This is an optimization exercise on Yosys and OpenROAD, whose aim is small area, a short achievable clock period and few clock cycles per item, not a production implementation.
The RTL was checked by simulation tests, not by an equivalence proof against the original design.
Power figures rest on the tool's default switching activity, not on a simulated workload.

[flow/constraint.sdc]
create_clock -name core_clock -period 10.0 [get_ports {clk}]
set_input_delay 2.0000 -clock core_clock [delete_from_list [all_inputs] [get_ports {clk}]]
set_output_delay 2.0000 -clock core_clock [all_outputs]
set_load 0.01 [all_outputs]
[flow/run.sh]
#!/bin/bash
# synth_recipe.tcl (not shown) runs the flow's synth.tcl, then flattens the netlist and writes it again
# the make line also repeats each setting of config.mk as NAME=value (left out here)
make -C /OpenROAD-flow-scripts/flow DESIGN_CONFIG=/design/flow/config.mk WORK_HOME=/design/flow/orfs CLKGATE_MAP_FILE= SYNTH_SCRIPT=/design/flow/synth_recipe.tcl finish
[flow/config.mk]
export PLATFORM = sky130hd
export DESIGN_NAME = median_blend_filter_unit
export DESIGN_NICKNAME = median_blend_filter_unit
export VERILOG_FILES = /design/flow/design.v
export SDC_FILE = /design/flow/constraint.sdc
export NUM_CORES = 4
export LEC_CHECK = 0
export CAP_MARGIN = 20
export CORE_MARGIN = 2
export CORE_UTILIZATION = 40
export SLEW_MARGIN = 20
[flow/design.v]
package mbf_pkg;
  localparam int WINDOW_MAX_DEF = 16;
  localparam int SAMPLE_W       = 32;
  localparam int LEN_REG_W      = 5;
  localparam int WEIGHT_W       = 17;
  localparam int FRAC_W         = 16;
  localparam int ACC_W          = 48;
  localparam int PROD_W         = 49;
  localparam int CFG_ADDR_W     = 3;
  localparam int CFG_DATA_W     = 32;
  localparam logic [LEN_REG_W-1:0] LEN_RESET    = LEN_REG_W'(5);
  localparam logic [WEIGHT_W-1:0]  WEIGHT_RESET = WEIGHT_W'(32768);
  localparam logic [WEIGHT_W-1:0]  ONE_Q16      = WEIGHT_W'(65536);
  localparam logic [SAMPLE_W-1:0]  SIGN_BIAS    = 32'h8000_0000;
  typedef enum logic {
    REG_WINDOW_LEN   = 1'b0,
    REG_BLEND_WEIGHT = 1'b1
  } mbf_reg_t;
  typedef struct packed {
    logic shift;
    logic scan;
  } mbf_win_ctl_t;
  typedef struct packed {
    logic med_load;
    logic mul;
    logic sel_sample;
    logic acc_load;
    logic acc_add;
  } mbf_mac_ctl_t;
endpackage
module mbf_cfg (
  input  logic                                clk,
  input  logic                                rst_n,
  input  logic                                psel,
  input  logic                                penable,
  input  logic                                pwrite,
  input  logic [mbf_pkg::CFG_ADDR_W-1:0]      paddr,
  input  logic [mbf_pkg::CFG_DATA_W-1:0]      pwdata,
  output logic [mbf_pkg::CFG_DATA_W-1:0]      prdata,
  output logic                                pready,
  output logic [mbf_pkg::LEN_REG_W-1:0]       window_len,
  output logic [mbf_pkg::WEIGHT_W-1:0]        weight_sat
);
  logic [mbf_pkg::LEN_REG_W-1:0] len_r;
  logic [mbf_pkg::LEN_REG_W-1:0] len_nxt;
  logic [mbf_pkg::WEIGHT_W-1:0]  weight_r;
  logic [mbf_pkg::WEIGHT_W-1:0]  weight_nxt;
  mbf_pkg::mbf_reg_t             reg_sel;
  logic                          wr_en;
  assign pready  = 1'b1;
  assign reg_sel = mbf_pkg::mbf_reg_t'(paddr[2]);
  assign wr_en   = psel && penable && pwrite && pready;
  always_comb begin
    len_nxt    = len_r;
    weight_nxt = weight_r;
    if (wr_en) begin
      case (reg_sel)
        mbf_pkg::REG_WINDOW_LEN:   len_nxt    = pwdata[mbf_pkg::LEN_REG_W-1:0];
        mbf_pkg::REG_BLEND_WEIGHT: weight_nxt = pwdata[mbf_pkg::WEIGHT_W-1:0];
        default: ;
      endcase
    end
  end
  always_ff @(posedge clk) begin
    if (!rst_n) begin
      len_r    <= mbf_pkg::LEN_RESET;
      weight_r <= mbf_pkg::WEIGHT_RESET;
    end else begin
      len_r    <= len_nxt;
      weight_r <= weight_nxt;
    end
  end
  always_comb begin
    case (reg_sel)
      mbf_pkg::REG_WINDOW_LEN:   prdata = mbf_pkg::CFG_DATA_W'(len_r);
      mbf_pkg::REG_BLEND_WEIGHT: prdata = mbf_pkg::CFG_DATA_W'(weight_r);
      default:                   prdata = '0;
    endcase
  end
  assign window_len = len_r;
  assign weight_sat = (weight_r > mbf_pkg::ONE_Q16) ? mbf_pkg::ONE_Q16 : weight_r;
endmodule
module mbf_window #(
  parameter int WINDOW_MAX = mbf_pkg::WINDOW_MAX_DEF,
  localparam int IDX_W = (WINDOW_MAX > 1) ? $clog2(WINDOW_MAX) : 1,
  localparam int LEN_W = $clog2(WINDOW_MAX + 1)
) (
  input  logic                           clk,
  input  logic                           rst_n,
  input  mbf_pkg::mbf_win_ctl_t          ctl,
  input  logic [mbf_pkg::SAMPLE_W-1:0]   sample_b,
  input  logic [IDX_W-1:0]               idx,
  input  logic [LEN_W-1:0]               n_len,
  input  logic [LEN_W-1:0]               k_lo,
  input  logic [LEN_W-1:0]               k_hi,
  output logic [mbf_pkg::SAMPLE_W-1:0]   newest_b,
  output logic [mbf_pkg::SAMPLE_W-1:0]   lo_r,
  output logic [mbf_pkg::SAMPLE_W-1:0]   hi_r
);
  logic [mbf_pkg::SAMPLE_W-1:0] taps_r [WINDOW_MAX];
  logic [mbf_pkg::SAMPLE_W-1:0] cand;
  logic [mbf_pkg::SAMPLE_W-1:0] cand_r;
  logic [WINDOW_MAX-1:0]        less_nxt;
  logic [WINDOW_MAX-1:0]        leq_nxt;
  logic [WINDOW_MAX-1:0]        less_r;
  logic [WINDOW_MAX-1:0]        leq_r;
  logic                         rank_vld_r;
  logic [LEN_W-1:0]             less_cnt;
  logic [LEN_W-1:0]             leq_cnt;
  logic                         hit_lo;
  logic                         hit_hi;
  assign cand     = taps_r[idx];
  assign newest_b = taps_r[0];
  always_comb begin
    for (int j = 0; j < WINDOW_MAX; j++) begin
      less_nxt[j] = (LEN_W'(j) < n_len) && (taps_r[j] <  cand);
      leq_nxt[j]  = (LEN_W'(j) < n_len) && (taps_r[j] <= cand);
    end
  end
  assign less_cnt = LEN_W'($countones(less_r));
  assign leq_cnt  = LEN_W'($countones(leq_r));
  assign hit_lo   = rank_vld_r && (less_cnt <= k_lo) && (k_lo < leq_cnt);
  assign hit_hi   = rank_vld_r && (less_cnt <= k_hi) && (k_hi < leq_cnt);
  always_ff @(posedge clk) begin
    if (ctl.shift) begin
      taps_r[0] <= sample_b;
      for (int i = 1; i < WINDOW_MAX; i++) begin
        taps_r[i] <= taps_r[i-1];
      end
    end
    less_r <= less_nxt;
    leq_r  <= leq_nxt;
    cand_r <= cand;
    if (hit_lo) begin
      lo_r <= cand_r;
    end
    if (hit_hi) begin
      hi_r <= cand_r;
    end
  end
  always_ff @(posedge clk) begin
    if (!rst_n) begin
      rank_vld_r <= 1'b0;
    end else begin
      rank_vld_r <= ctl.scan;
    end
  end
endmodule
module mbf_mac (
  input  logic                           clk,
  input  mbf_pkg::mbf_mac_ctl_t          ctl,
  input  logic [mbf_pkg::SAMPLE_W-1:0]   lo_b,
  input  logic [mbf_pkg::SAMPLE_W-1:0]   hi_b,
  input  logic [mbf_pkg::SAMPLE_W-1:0]   sample_b,
  input  logic [mbf_pkg::WEIGHT_W-1:0]   weight,
  output logic [mbf_pkg::SAMPLE_W-1:0]   filtered
);
  logic [mbf_pkg::SAMPLE_W:0]    mid_sum;
  logic [mbf_pkg::SAMPLE_W-1:0]  med_r;
  logic [mbf_pkg::SAMPLE_W-1:0]  mul_a;
  logic [mbf_pkg::WEIGHT_W-1:0]  mul_b;
  logic [mbf_pkg::PROD_W-1:0]    prod_r;
  logic [mbf_pkg::ACC_W-1:0]     acc_r;
  assign mid_sum = (mbf_pkg::SAMPLE_W+1)'(lo_b) + (mbf_pkg::SAMPLE_W+1)'(hi_b);
  assign mul_a   = ctl.sel_sample ? sample_b : med_r;
  assign mul_b   = ctl.sel_sample ? mbf_pkg::WEIGHT_W'(mbf_pkg::ONE_Q16 - weight) : weight;
  always_ff @(posedge clk) begin
    if (ctl.med_load) begin
      med_r <= mid_sum[mbf_pkg::SAMPLE_W:1];
    end
    if (ctl.mul) begin
      prod_r <= mbf_pkg::PROD_W'(mul_a) * mbf_pkg::PROD_W'(mul_b);
    end
    if (ctl.acc_load) begin
      acc_r <= prod_r[mbf_pkg::ACC_W-1:0];
    end else if (ctl.acc_add) begin
      acc_r <= acc_r + prod_r[mbf_pkg::ACC_W-1:0];
    end
  end
  assign filtered = acc_r[mbf_pkg::FRAC_W +: mbf_pkg::SAMPLE_W] ^ mbf_pkg::SIGN_BIAS;
endmodule
module median_blend_filter_unit #(
  parameter int WINDOW_MAX = mbf_pkg::WINDOW_MAX_DEF
) (
  input  logic                              clk,
  input  logic                              rst_n,
  input  logic                              in_valid,
  output logic                              in_ready,
  input  logic [mbf_pkg::SAMPLE_W-1:0]      in_sample,
  output logic                              out_valid,
  input  logic                              out_ready,
  output logic [mbf_pkg::SAMPLE_W-1:0]      out_filtered,
  output logic                              out_valid_res,
  input  logic                              cfg_psel,
  input  logic                              cfg_penable,
  input  logic                              cfg_pwrite,
  input  logic [mbf_pkg::CFG_ADDR_W-1:0]    cfg_paddr,
  input  logic [mbf_pkg::CFG_DATA_W-1:0]    cfg_pwdata,
  output logic [mbf_pkg::CFG_DATA_W-1:0]    cfg_prdata,
  output logic                              cfg_pready
);
  localparam int IDX_W = (WINDOW_MAX > 1) ? $clog2(WINDOW_MAX) : 1;
  localparam int LEN_W = $clog2(WINDOW_MAX + 1);
  typedef enum logic [2:0] {
    ST_IDLE,
    ST_SCAN,
    ST_DRAIN,
    ST_MED,
    ST_MUL0,
    ST_MUL1,
    ST_MUL2,
    ST_DONE
  } state_t;
  state_t                         state_r, state_nxt;
  logic [LEN_W-1:0]               fill_r, fill_nxt;
  logic [LEN_W-1:0]               n_r, n_nxt;
  logic [LEN_W-1:0]               k_lo_r, k_lo_nxt;
  logic [LEN_W-1:0]               k_hi_r, k_hi_nxt;
  logic [IDX_W-1:0]               idx_r, idx_nxt;
  logic                           full_r, full_nxt;
  logic                           out_valid_r, out_valid_nxt;
  logic [mbf_pkg::SAMPLE_W-1:0]   out_filtered_r, out_filtered_nxt;
  logic                           out_res_r, out_res_nxt;
  logic [mbf_pkg::LEN_REG_W-1:0]  window_len;
  logic [mbf_pkg::WEIGHT_W-1:0]   weight_sat;
  logic [LEN_W-1:0]               n_eff;
  logic [LEN_W-1:0]               fill_inc;
  logic                           in_acc;
  mbf_pkg::mbf_win_ctl_t          win_ctl;
  mbf_pkg::mbf_mac_ctl_t          mac_ctl;
  logic [mbf_pkg::SAMPLE_W-1:0]   newest_b;
  logic [mbf_pkg::SAMPLE_W-1:0]   lo_b;
  logic [mbf_pkg::SAMPLE_W-1:0]   hi_b;
  logic [mbf_pkg::SAMPLE_W-1:0]   blend;
  mbf_cfg u_cfg (
    .clk        (clk),
    .rst_n      (rst_n),
    .psel       (cfg_psel),
    .penable    (cfg_penable),
    .pwrite     (cfg_pwrite),
    .paddr      (cfg_paddr),
    .pwdata     (cfg_pwdata),
    .prdata     (cfg_prdata),
    .pready     (cfg_pready),
    .window_len (window_len),
    .weight_sat (weight_sat)
  );
  mbf_window #(
    .WINDOW_MAX (WINDOW_MAX)
  ) u_window (
    .clk      (clk),
    .rst_n    (rst_n),
    .ctl      (win_ctl),
    .sample_b (in_sample ^ mbf_pkg::SIGN_BIAS),
    .idx      (idx_r),
    .n_len    (n_r),
    .k_lo     (k_lo_r),
    .k_hi     (k_hi_r),
    .newest_b (newest_b),
    .lo_r     (lo_b),
    .hi_r     (hi_b)
  );
  mbf_mac u_mac (
    .clk      (clk),
    .ctl      (mac_ctl),
    .lo_b     (lo_b),
    .hi_b     (hi_b),
    .sample_b (newest_b),
    .weight   (weight_sat),
    .filtered (blend)
  );
  always_comb begin
    if (window_len == '0) begin
      n_eff = LEN_W'(1);
    end else if (32'(window_len) > 32'(WINDOW_MAX)) begin
      n_eff = LEN_W'(WINDOW_MAX);
    end else begin
      n_eff = LEN_W'(window_len);
    end
  end
  assign fill_inc = (fill_r == LEN_W'(WINDOW_MAX)) ? fill_r : LEN_W'(fill_r + 1'b1);
  assign in_ready = (state_r == ST_IDLE);
  assign in_acc        = in_valid && in_ready;
  always_comb begin
    win_ctl       = '0;
    mac_ctl       = '0;
    win_ctl.shift = in_acc;
    win_ctl.scan  = (state_r == ST_SCAN);
    case (state_r)
      ST_MED:  mac_ctl.med_load = 1'b1;
      ST_MUL0: mac_ctl.mul = 1'b1;
      ST_MUL1: begin
        mac_ctl.mul        = 1'b1;
        mac_ctl.sel_sample = 1'b1;
        mac_ctl.acc_load   = 1'b1;
      end
      ST_MUL2: mac_ctl.acc_add = 1'b1;
      default: ;
    endcase
  end
  always_comb begin
    state_nxt        = state_r;
    fill_nxt         = fill_r;
    n_nxt            = n_r;
    k_lo_nxt         = k_lo_r;
    k_hi_nxt         = k_hi_r;
    idx_nxt          = idx_r;
    full_nxt         = full_r;
    out_valid_nxt    = out_valid_r;
    out_filtered_nxt = out_filtered_r;
    out_res_nxt      = out_res_r;
    if (out_valid_r && out_ready) begin
      out_valid_nxt = 1'b0;
    end
    case (state_r)
      ST_IDLE: begin
        if (in_acc) begin
          fill_nxt = fill_inc;
          n_nxt    = n_eff;
          k_lo_nxt = LEN_W'((n_eff - 1'b1) >> 1);
          k_hi_nxt = LEN_W'(n_eff >> 1);
          idx_nxt  = '0;
          full_nxt = (fill_inc >= n_eff);
          state_nxt = (fill_inc >= n_eff) ? ST_SCAN : ST_DONE;
        end
      end
      ST_SCAN: begin
        idx_nxt = IDX_W'(idx_r + 1'b1);
        if (LEN_W'(idx_r) == LEN_W'(n_r - 1'b1)) begin
          state_nxt = ST_DRAIN;
        end
      end
      ST_DRAIN: state_nxt = ST_MED;
      ST_MED:   state_nxt = ST_MUL0;
      ST_MUL0:  state_nxt = ST_MUL1;
      ST_MUL1:  state_nxt = ST_MUL2;
      ST_MUL2:  state_nxt = ST_DONE;
      ST_DONE: begin
        if (!out_valid_r || out_ready) begin
          out_valid_nxt    = 1'b1;
          out_filtered_nxt = full_r ? blend : '0;
          out_res_nxt      = full_r;
          state_nxt        = ST_IDLE;
        end
      end
      default: state_nxt = ST_IDLE;
    endcase
  end
  always_ff @(posedge clk) begin
    if (!rst_n) begin
      state_r     <= ST_IDLE;
      fill_r      <= '0;
      n_r         <= LEN_W'(1);
      k_lo_r      <= '0;
      k_hi_r      <= '0;
      idx_r       <= '0;
      full_r      <= 1'b0;
      out_valid_r <= 1'b0;
      out_res_r   <= 1'b0;
    end else begin
      state_r     <= state_nxt;
      fill_r      <= fill_nxt;
      n_r         <= n_nxt;
      k_lo_r      <= k_lo_nxt;
      k_hi_r      <= k_hi_nxt;
      idx_r       <= idx_nxt;
      full_r      <= full_nxt;
      out_valid_r <= out_valid_nxt;
      out_res_r   <= out_res_nxt;
    end
    out_filtered_r <= out_filtered_nxt;
  end
  assign out_valid     = out_valid_r;
  assign out_filtered  = out_filtered_r;
  assign out_valid_res = out_res_r;
endmodule
==> run notes <==
* Initial Utilization at 0.403
* Routed vias/inst at between 5 and 6
* Mapped Area at approximately 64,000 sq um
* Maximum number of pins on one net before global-route repair at about 110
* Sink Count at approximately 850
* Drt pass-1 iters at 7
* Clock Skew at around 0.056 ns
* Overall power at ~0.020 W
* FFs w/ async S/R, synth at 0
* Worst-Margin Slew at ~1.2 ns
* Setup TNS at 0 ns
* Fillers at 14,700
* GRT overflow at 0
* Vias at 46,700
* Routed length per instance at around 24 microns
* Final GP Congestion at about 0.95
* First-pass GRT wire length at 291,000 microns
* Syn. warnings at 5
* Share of layout cells above drive strength 1 at 0.0530
* Outcome: complete, no violations
* P per Cell Area at 288 nW/um^2
* Worst-Skew Late Latency at approximately 0.74 ns
* Slowest CP cell: or4_1
* Remaining antenna violation count after routing at 0
* Io pins at about 140
* Final Cycle Share at 0.936
* Relative slew margins at 0.221
* Storage cell area at between 20,000 and 25,000 sq um
* Initial DRC Count at between 4,000 and 5,000
* Leak at 30.6 nW
* Fin util at 0.448
* Final wirelength at a little under 200,000 microns
* Crit end category: flip-flop
* Die height at between 400 and 500 microns
* TritonCTS buffer count at 95
* Minimum clock period at around 9.4 ns
* Hold/Removal Path Class: flip-flop to flip-flop
* # diodes at 0
* GRT Util Overall at 0.238
* Synth area leader: edfxtp_1
* Vias in the first global route at around 47,000
* Final setup viols at 0
* R2r endpoint: u_mac.prod_r[46]
* Top cells by area, synth: edfxtp_1 35%, ha_1 15%, fa_1 15%, inv_1 4.2%, nand2_1 4.0%
* Worst r2r path cells at 29
* CTS tree: built
* DRC at 0
* Origin of the critical flop-to-flop path: u_cfg.weight_r[0]
* Seq/Total Area, Yosys at 0.381
* Post-synth EDFFs at around 740
* Crit path max fanout at 7
* Worst Hold Depth at 0
* CP Data Required Time at between 10 and 15 ns
* CTS root buf: clkbuf_16
* Yosys cell types at 84
* Critical Path Start Type: flip-flop
* Number of synthesized register bits at 847
* Critical Setup Path Class: flip-flop to flip-flop
* Detailed placement HPWL at roughly 150,000 microns
* Min-Delay Endpoint: u_window.lo_r[31]
* Worst VDD drop at roughly 170 uV
* Die width at 403 microns
* Setup repair bufs after CTS at 0
* Fin nets at 7,366
* Fmax achieved at between 0.1 and 0.15 GHz
* Area of the multi-input gates at ~36,000 sq um
* Htree depth at 3
* Layout Area Growth over Synthesis at 11.3%
* Syn Inst Count at 5,944
* Max incr delay on CP at 0.60 ns
* Arrival time worst endpoint at 9.82 ns
* Final Hold Viols at 0
* Ys flop type: edfxtp_1
* PortBufs at between 100 and 150
* Synthesized area per cell at about 11 sq um
* Row cnt at 146
* Top-area cell type share of the netlist area at 0.346
* Number of antenna violations at the first check in global routing at 3
* Clk buf depth at 3
* Final Max Slew Viols at 0
* Worst hold path startpoint: u_window.cand_r[31]
* CP most frequent cell: fa_1
* Worst-path clk slew at around 0.060 ns
* Core box area at about 160,000 sq um
* Max cap viols at 0
* Reg2Reg Setup Slack at between 0.6 and 0.7 ns
* Die ar. at between 150,000 and 200,000 sq um
per-layer routing:
layer,global-route usage,wire [microns]
met3,0.0440,16300
met1,0.317,80700
met2,0.386,90200
met5,0,0
met4,0.0897,8090
worst max-delay path by stage:
stage	cells past startpoint	start	slack, ns	end
floorplan	1	in_valid	1.33	u_window.taps_r[0][0]
global placement	33	u_cfg.weight_r[5]	0.42	u_mac.prod_r[45]
detailed placement	31	u_cfg.weight_r[5]	0.39	u_mac.prod_r[46]
CTS	31	u_cfg.weight_r[5]	0.40	u_mac.prod_r[46]
global route	30	u_cfg.weight_r[3]	-0.001	u_mac.prod_r[46]
finish	29	u_cfg.weight_r[0]	0.64	u_mac.prod_r[46]
layout make-up:
| class | count | share of cell area |
|---|---|---|
| timing repair buffer | 214 | 0.0269 |
| tap | 2072 | 0.0365 |
| clock inverter | 61 | 0.0104 |
| clock buffer | 118 | 0.0360 |
| multi-input combinational | 4196 | 0.510 |
| sequential | 847 | 0.343 |
| inverter | 715 | 0.0378 |
state kept, by name, summed over array words and instances (netlist names):
signal	count
u_cfg.weight_r	17
u_window.lo_r	32
state_r	3
u_mac.prod_r	48
u_window.hi_r	32
u_window.rank_vld_r	1
u_mac.acc_r	48
full_r	1
out_res_r	1
n_r	5
idx_r	4
u_mac.med_r	32
fill_r	5
u_window.leq_r	16
u_window.taps_r	512
k_lo_r	4
out_valid_r	1
out_filtered_r	32
u_window.less_r	16
u_window.cand_r	32
u_cfg.len_r	5
report_power, final:
group / internal (W) / leakage (nW) / total (W) / switching, W
sequential: 0.00535 / 7.73 / 0.00616 / 0.000818
combinational: 0.00412 / 21.3 / 0.0106 / 0.00647
clock: 0.00212 / 1.59 / 0.00373 / 0.00160
total: 0.0116 / 30.6 / 0.0205 / 0.00889
stage by stage:
step | area (sq um) | hold WS (ns) | worst slack [ns] | instances
6_report | 71000 | 0.420 | 0.638 | 8223
2_1_floorplan | 63900 | 0.404 | 1.33 | 5958
3_3_place_gp | 67700 | 0.404 | 0.424 | 8043
4_1_cts | 71000 | 0.428 | 0.400 | 8223
5_1_grt | 71000 | 0.433 | -0.00137 | 8223
3_5_place_dp | 67700 | 0.414 | 0.393 | 8044
cells by family after synthesis:
group,synth area share
flops,0.381
simple gates,0.117
mux,0.00675
xor+xnor,0.0202
buf+inv,0.0549
compound gates,0.124
other cells,0.000118
fa+ha+maj,0.295
layout by cell type (no fill, tap or decap), drive strengths merged, types with 96 or more instances in the layout:
| master | instances |
|---|---|
| nor2 | 314 |
| o21ai | 185 |
| clkdlybuf4s50 | 108 |
| buf | 106 |
| inv | 719 |
| a21o | 178 |
| o21a | 121 |
| nand4 | 144 |
| nor2b | 96 |
| ha | 753 |
| dfxtp | 111 |
| fa | 470 |
| clkbuf | 118 |
| nand2 | 679 |
| edfxtp | 736 |
| a22oi | 126 |
| a21oi | 261 |
cells in the mapped netlist (all sizes together) (44+ instances only):
| library cell | number |
|---|---|
| nand4 | 144 |
| nand2 | 679 |
| o21a | 121 |
| nand3 | 68 |
| edfxtp | 736 |
| a22oi | 126 |
| clkbuf | 169 |
| and2 | 87 |
| nand2b | 78 |
| xor2 | 55 |
| dfxtp | 111 |
| nor2 | 314 |
| a21o | 178 |
| fa | 470 |
| a21oi | 261 |
| nor2b | 96 |
| a221oi | 44 |
| inv | 714 |
| ha | 753 |
| xnor2 | 92 |
| o21ai | 185 |
timing repair:
action                     CTS  global route
setup endpoints to repair    0             6
resized for setup            0             8
hold buffers                 0             0
worst max-delay path: cells and delay by family (launching register included):
family          cells  cell delay, ns
simple gates        6            1.74
flops               1            0.35
fa+ha+maj           7            3.46
xor+xnor            1            0.09
buf+inv             3            0.15
compound gates     12            3.32
Testbench counts, summed over its fixed seeds: cycles 72,850, items 4,800.

## re-timing with driven ports
In the flow no input, the clock included, has a driving cell. The finished layout below was timed again as built, in two steps.
Step 1: set_driving_cell puts a clkbuf_16 on clk and a buf_2 on each other input, an assumption about the parent block.
Step 2 moves the port delays by t, midway between the first and last clock arrival at a register: inputs arrive t later, outputs are due t later. That takes back most of the time a late clock gives input paths.
Three values: ideal ports, drivers, drivers and shift; two values: the first two.
t, ns: 0.792
slack for setup (ns): 0.638 / 0.638 / 0.638
worst setup path after step 2: register to register
slew at the worst register clock pin (ns): 0.08 / 0.08
After both steps setup and hold are still met in this run. The setup slack of this run moves by 0.000 ns with the drivers and by 0.000 ns with both steps.
